Background: an optimization exercise with open tools, aiming at small area, a short achievable clock period and few clock cycles per item. Do not read the settings as production practice.
Function was checked by simulation only, so behaviour that the tests miss may differ from the original.
Power figures rest on the tool's default switching activity, not on a simulated workload.

## oak
// conv_top
module conv_top
(
    input  logic        clk,
    input  logic        rst,
    input  logic        start,
    input  logic [19:0] cfg_weight_base,
    input  logic [19:0] cfg_bias_base,
    input  logic [19:0] cfg_data_base,
    input  logic [19:0] cfg_result_base,
    input  logic [9:0]  cfg_rownum,
    input  logic [9:0]  cfg_columnnum,
    input  logic [9:0]  cfg_filternum,
    input  logic [7:0]  mem_rdata,
    output logic        mem_en,
    output logic        mem_we,
    output logic [19:0] mem_addr,
    output logic [7:0]  mem_wdata,
    output logic        conv_finish
);
Size in the first run: ~2300 cells after synthesis, roughly 450 flip-flops, about 150 I/O pins.
export LEC_CHECK = 0
export CAP_MARGIN = 20
export CORE_MARGIN = 2
export CORE_UTILIZATION = 60
export CTS_CLUSTER_DIAMETER = 80
export CTS_CLUSTER_SIZE = 24
export SLEW_MARGIN = 20
create_clock -name core_clock -period 11.5 [get_ports {clk}]
standard.sh (not shown) runs the stock make flow with config.mk's settings and CLKGATE_MAP_FILE= SYNTH_SCRIPT=/design/flow/synth_recipe.tcl, a recipe that flattens the netlist after the stock synthesis.
==> flow/flow/run.sh <==
#!/bin/bash
# The standard layout (the standard.sh, unchanged synthesis and steps),
# with the timing repair aiming at a setup slack of SETUP_SLACK_MARGIN ns
# instead of 0, so that it sizes and buffers the paths for a shorter period,
# and the smallest buffer on the ports (timing repair upsizes those that
# need it). The clock period and every constraint stay the design's.
set -euo pipefail
export SETUP_SLACK_MARGIN=${SETUP_SLACK_MARGIN:-8}
export BUFFER_PORTS_ARGS="-buffer_cell sky130_fd_sc_hd__buf_1"
bash standard.sh > standard.log 2>&1
Testbench counts of oak, summed over its fixed seeds: cycles 42,564, results 10,859.
Input changes introduced in pine (baseline for comparison: oak):
==> flow/flow/run.sh <==
#!/bin/bash
# The standard layout (the standard.sh, unchanged synthesis and steps),
# with the timing repair aiming at a setup slack of SETUP_SLACK_MARGIN ns
# instead of 0, so that it sizes and buffers the paths for a shorter period.
# The clock period and every constraint stay the design's.
set -euo pipefail
export SETUP_SLACK_MARGIN=${SETUP_SLACK_MARGIN:-8}
bash standard.sh > standard.log 2>&1
diff --git a/flow/config.mk b/flow/config.mk
--- a/flow/config.mk
+++ b/flow/config.mk
@@ -8,6 +8,4 @@
 export CAP_MARGIN = 20
 export CORE_MARGIN = 2
-export CORE_UTILIZATION = 60
-export CTS_CLUSTER_DIAMETER = 80
-export CTS_CLUSTER_SIZE = 24
+export CORE_UTILIZATION = 40
 export SLEW_MARGIN = 20
Between oak and pine, the final setup skew figures differ only marginally.
Every run (pine and oak) finished clean.
pine: met3 usage in global routing 1.2 points above oak
pine vs. oak: clock period minus final worst setup slack shows an increase of 6.9 ps; final-stage net count shows an increase of 0.72%.
Area of the die ends up lower on oak.
oak ended up with met4 as its top layer used by detailed routing; pine ended up with met5.
[compare] base=oak new=pine: post-cts repair resize count rose by 75, combinational power share fell by 2.8 points, share of cell area taken by multi-input logic gates fell by 3.3 points, count of inverters other than clock inverters in the layout rose by about 0.5%.
pine vs. oak: worst setup slack dropped 6.9 ps; setup total negative slack stayed essentially flat.
Edits applied to the flow inputs when going from pine to birch:
==> flow/flow/run.sh <==
#!/bin/bash
# The standard layout (the standard.sh, unchanged synthesis and steps),
# with the timing repair aiming at a setup slack of SETUP_SLACK_MARGIN ns
# instead of 0, so that it sizes and buffers the paths for a shorter period,
# and the smallest buffer on the ports (timing repair upsizes those that
# need it). The clock period and every constraint stay the design's.
set -euo pipefail
export SETUP_SLACK_MARGIN=${SETUP_SLACK_MARGIN:-8.3}
export BUFFER_PORTS_ARGS="-buffer_cell sky130_fd_sc_hd__buf_1"
bash standard.sh > standard.log 2>&1
Notes after the runs:
On sum of routed wire length over all layers, pine beats birch. Worst endpoint data arrival time, birch and pine: larger value in pine. Detail-routed via count per cell ends up lower on pine. Reported for birch and pine, max-capacitance violation count turned out identical to the last digit. pine consumes more power than birch. Sequential power delta (birch -> pine): insignificant. Layout clock buffer count ends up higher on birch. Re cell area: pine was lower than birch. Comparing birch with pine, the relative area of non-clock buffer cells in the final design came out essentially unchanged. Row area fraction of clock buffers and clock inverters: birch lower / pine higher.
The following lists how maple was set up differently from birch:
diff --git a/flow/flow/run.sh b/flow/flow/run.sh
--- a/flow/flow/run.sh
+++ b/flow/flow/run.sh
@@ -6,5 +6,5 @@
 # need it). The clock period and every constraint stay the design's.
 set -euo pipefail
-export SETUP_SLACK_MARGIN=${SETUP_SLACK_MARGIN:-8.3}
+export SETUP_SLACK_MARGIN=${SETUP_SLACK_MARGIN:-7.7}
 export BUFFER_PORTS_ARGS="-buffer_cell sky130_fd_sc_hd__buf_1"
 bash standard.sh > standard.log 2>&1
diff --git a/flow/config.mk b/flow/config.mk
--- a/flow/config.mk
+++ b/flow/config.mk
@@ -9,3 +9,5 @@
 export CORE_MARGIN = 2
 export CORE_UTILIZATION = 40
+export CTS_CLUSTER_DIAMETER = 80
+export CTS_CLUSTER_SIZE = 24
 export SLEW_MARGIN = 20
--- outcome ---
Changes observed in maple relative to birch: number of gates on the worst path with buffers counted now sits higher, fmax now sits lower, maximum number of pins on one net before global-route repair now sits lower, largest incremental delay on the critical path now sits higher, power share of the combinational group now sits higher. Share of the final layout cell area in sequential cells, maple and birch: larger value in maple. maple vs birch, library cell contributing the largest single delay on the critical path: fa_1 vs dfxtp_4. Per the comparison of maple with birch, met3 demand-to-capacity share in global routing now sits lower; final cell count without fillers down about 3.3%.

---

conv_top, a different RTL version from the one above (not shown whole).
For scale: about 2300 cells after synthesis, roughly 0.024 mm² of cells after synthesis.
Settings: LEC_CHECK=0, CAP_MARGIN=20, CORE_MARGIN=2, CORE_UTILIZATION=60, CTS_CLUSTER_DIAMETER=80, CTS_CLUSTER_SIZE=24, SLEW_MARGIN=20; clock period 11.5 ns.
==> flow/flow/run.sh <==
#!/bin/bash
# The standard layout (the standard.sh, unchanged synthesis and steps),
# with the timing repair aiming at a setup slack of SETUP_SLACK_MARGIN ns
# instead of 0, so that it sizes and buffers the paths for a shorter period,
# and the smallest buffer on the ports (timing repair upsizes those that
# need it). The clock period and every constraint stay the design's.
set -euo pipefail
export SETUP_SLACK_MARGIN=${SETUP_SLACK_MARGIN:-8}
export BUFFER_PORTS_ARGS="-buffer_cell sky130_fd_sc_hd__buf_1"
export CTS_ARGS="-sink_clustering_enable -sink_clustering_size 24 -sink_clustering_max_diameter 80 -sink_clustering_levels 1 -repair_clock_nets"
bash standard.sh > standard.log 2>&1
The first run passed the timing, DRC and antenna checks.
Testbench counts at the start, summed over its fixed seeds: cycles 42,564, results 10,859.
Next try:
--- a/flow/flow/run.sh
+++ b/flow/flow/run.sh
@@ -8,4 +8,4 @@
 export SETUP_SLACK_MARGIN=${SETUP_SLACK_MARGIN:-8}
 export BUFFER_PORTS_ARGS="-buffer_cell sky130_fd_sc_hd__buf_1"
-export CTS_ARGS="-sink_clustering_enable -sink_clustering_size 24 -sink_clustering_max_diameter 80 -sink_clustering_levels 1 -repair_clock_nets"
+export CTS_ARGS="-sink_clustering_enable -sink_clustering_size 32 -sink_clustering_max_diameter 70 -dont_use_dummy_load -repair_clock_nets"
 bash standard.sh > standard.log 2>&1
- CAP_MARGIN: 20 -> 5
- CORE_UTILIZATION: 60 -> 75
- CTS_CLUSTER_DIAMETER: 80 -> 70
- CTS_CLUSTER_SIZE: 24 -> 32
- PLACE_DENSITY: unset -> 0.85
- SLEW_MARGIN: 20 -> 5
Result: First-iteration DRC count came out higher by about 35%; count of clock-buffer cells in the layout went down by 14; final cell count is lower by 5.0%; sequential share of layout area grows by 0.73 points.
Next try:
--- a/flow/flow/run.sh
+++ b/flow/flow/run.sh
@@ -8,4 +8,4 @@
 export SETUP_SLACK_MARGIN=${SETUP_SLACK_MARGIN:-8}
 export BUFFER_PORTS_ARGS="-buffer_cell sky130_fd_sc_hd__buf_1"
-export CTS_ARGS="-sink_clustering_enable -sink_clustering_size 32 -sink_clustering_max_diameter 70 -dont_use_dummy_load -repair_clock_nets"
+export CTS_ARGS="-sink_clustering_enable -sink_clustering_size 24 -sink_clustering_max_diameter 80 -dont_use_dummy_load -repair_clock_nets"
 bash standard.sh > standard.log 2>&1
- CAP_MARGIN: 5 -> 20
- CORE_UTILIZATION: 75 -> 60
- CTS_CLUSTER_DIAMETER: 70 -> 80
- CTS_CLUSTER_SIZE: 32 -> 24
- PLACE_DENSITY: 0.85 -> unset
- SLEW_MARGIN: 5 -> 20
Result: Combinational power shrinks by about 3%. Final cell count is higher by 4.5%. Routed wire length falls by 1.2%. Setup slack gets worse by 18 ps. Sequential cell count stays the same. Synthesized area stays the same. Hold slack stays flat.
Next try:
--- a/flow/flow/run.sh
+++ b/flow/flow/run.sh
@@ -8,4 +8,4 @@
 export SETUP_SLACK_MARGIN=${SETUP_SLACK_MARGIN:-8}
 export BUFFER_PORTS_ARGS="-buffer_cell sky130_fd_sc_hd__buf_1"
-export CTS_ARGS="-sink_clustering_enable -sink_clustering_size 24 -sink_clustering_max_diameter 80 -dont_use_dummy_load -repair_clock_nets"
+export CTS_ARGS="-sink_clustering_enable -sink_clustering_size 32 -sink_clustering_max_diameter 70 -dont_use_dummy_load -repair_clock_nets"
 bash standard.sh > standard.log 2>&1
Outcome: The changed run ran to the end with no violations. Count of clock-buffer cells in the layout increases by 4. Final cell count barely changes. Wire length increases by about 0.45%. Power increases by 1.8%. Setup slack improves by 7.3 ps.

separate check: timing with driven ports:
In the flow no input, the clock included, has a driving cell. The finished layouts below were timed again as built, in two steps.
Step 1 (the two cells are an assumption about what drives the block):
set clk [get_ports {clk}]
set_driving_cell -lib_cell sky130_fd_sc_hd__clkbuf_16 $clk
set_driving_cell -lib_cell sky130_fd_sc_hd__buf_2 [delete_from_list [all_inputs] $clk]
Step 2 times the ports against the registers' clock, not the clock port: input delays grow and output delays shrink by t, the midpoint of the rising clock arrivals with the driver on.
Three values: ideal, step 1, step 2; two values: the first two.
run	t, ns	setup WS [ns]	worst setup path after step 2	clock arrival spread, ns	worst slew at a driven data input, ns
oak	0.647	8.062 / 8.007 / 7.789	input to register	0.025 / 0.025	0.07
pine	0.645	8.055 / 7.997 / 7.705	input to register	0.023 / 0.022	0.10
birch	0.638	8.131 / 8.076 / 8.024	input to register	0.030 / 0.030	0.11
maple	0.661	7.878 / 7.878 / 7.878	register to register	0.031 / 0.030	0.12
the first run of note 2	0.640	8.052 / 7.993 / 8.139	register to register	0.030 / 0.030	0.08
the second run of note 2	0.594	8.064 / 8.010 / 8.123	register to register	0.082 / 0.082	0.08
the third run of note 2	0.623	8.046 / 7.991 / 8.134	register to register	0.063 / 0.063	0.07
the fourth run of note 2	0.633	8.053 / 7.993 / 8.118	register to register	0.074 / 0.073	0.07
After both steps every run listed still meets setup and hold. For pine, which loses most, drivers alone change the setup slack by -0.058 ns; drivers and shift together by -0.350 ns.
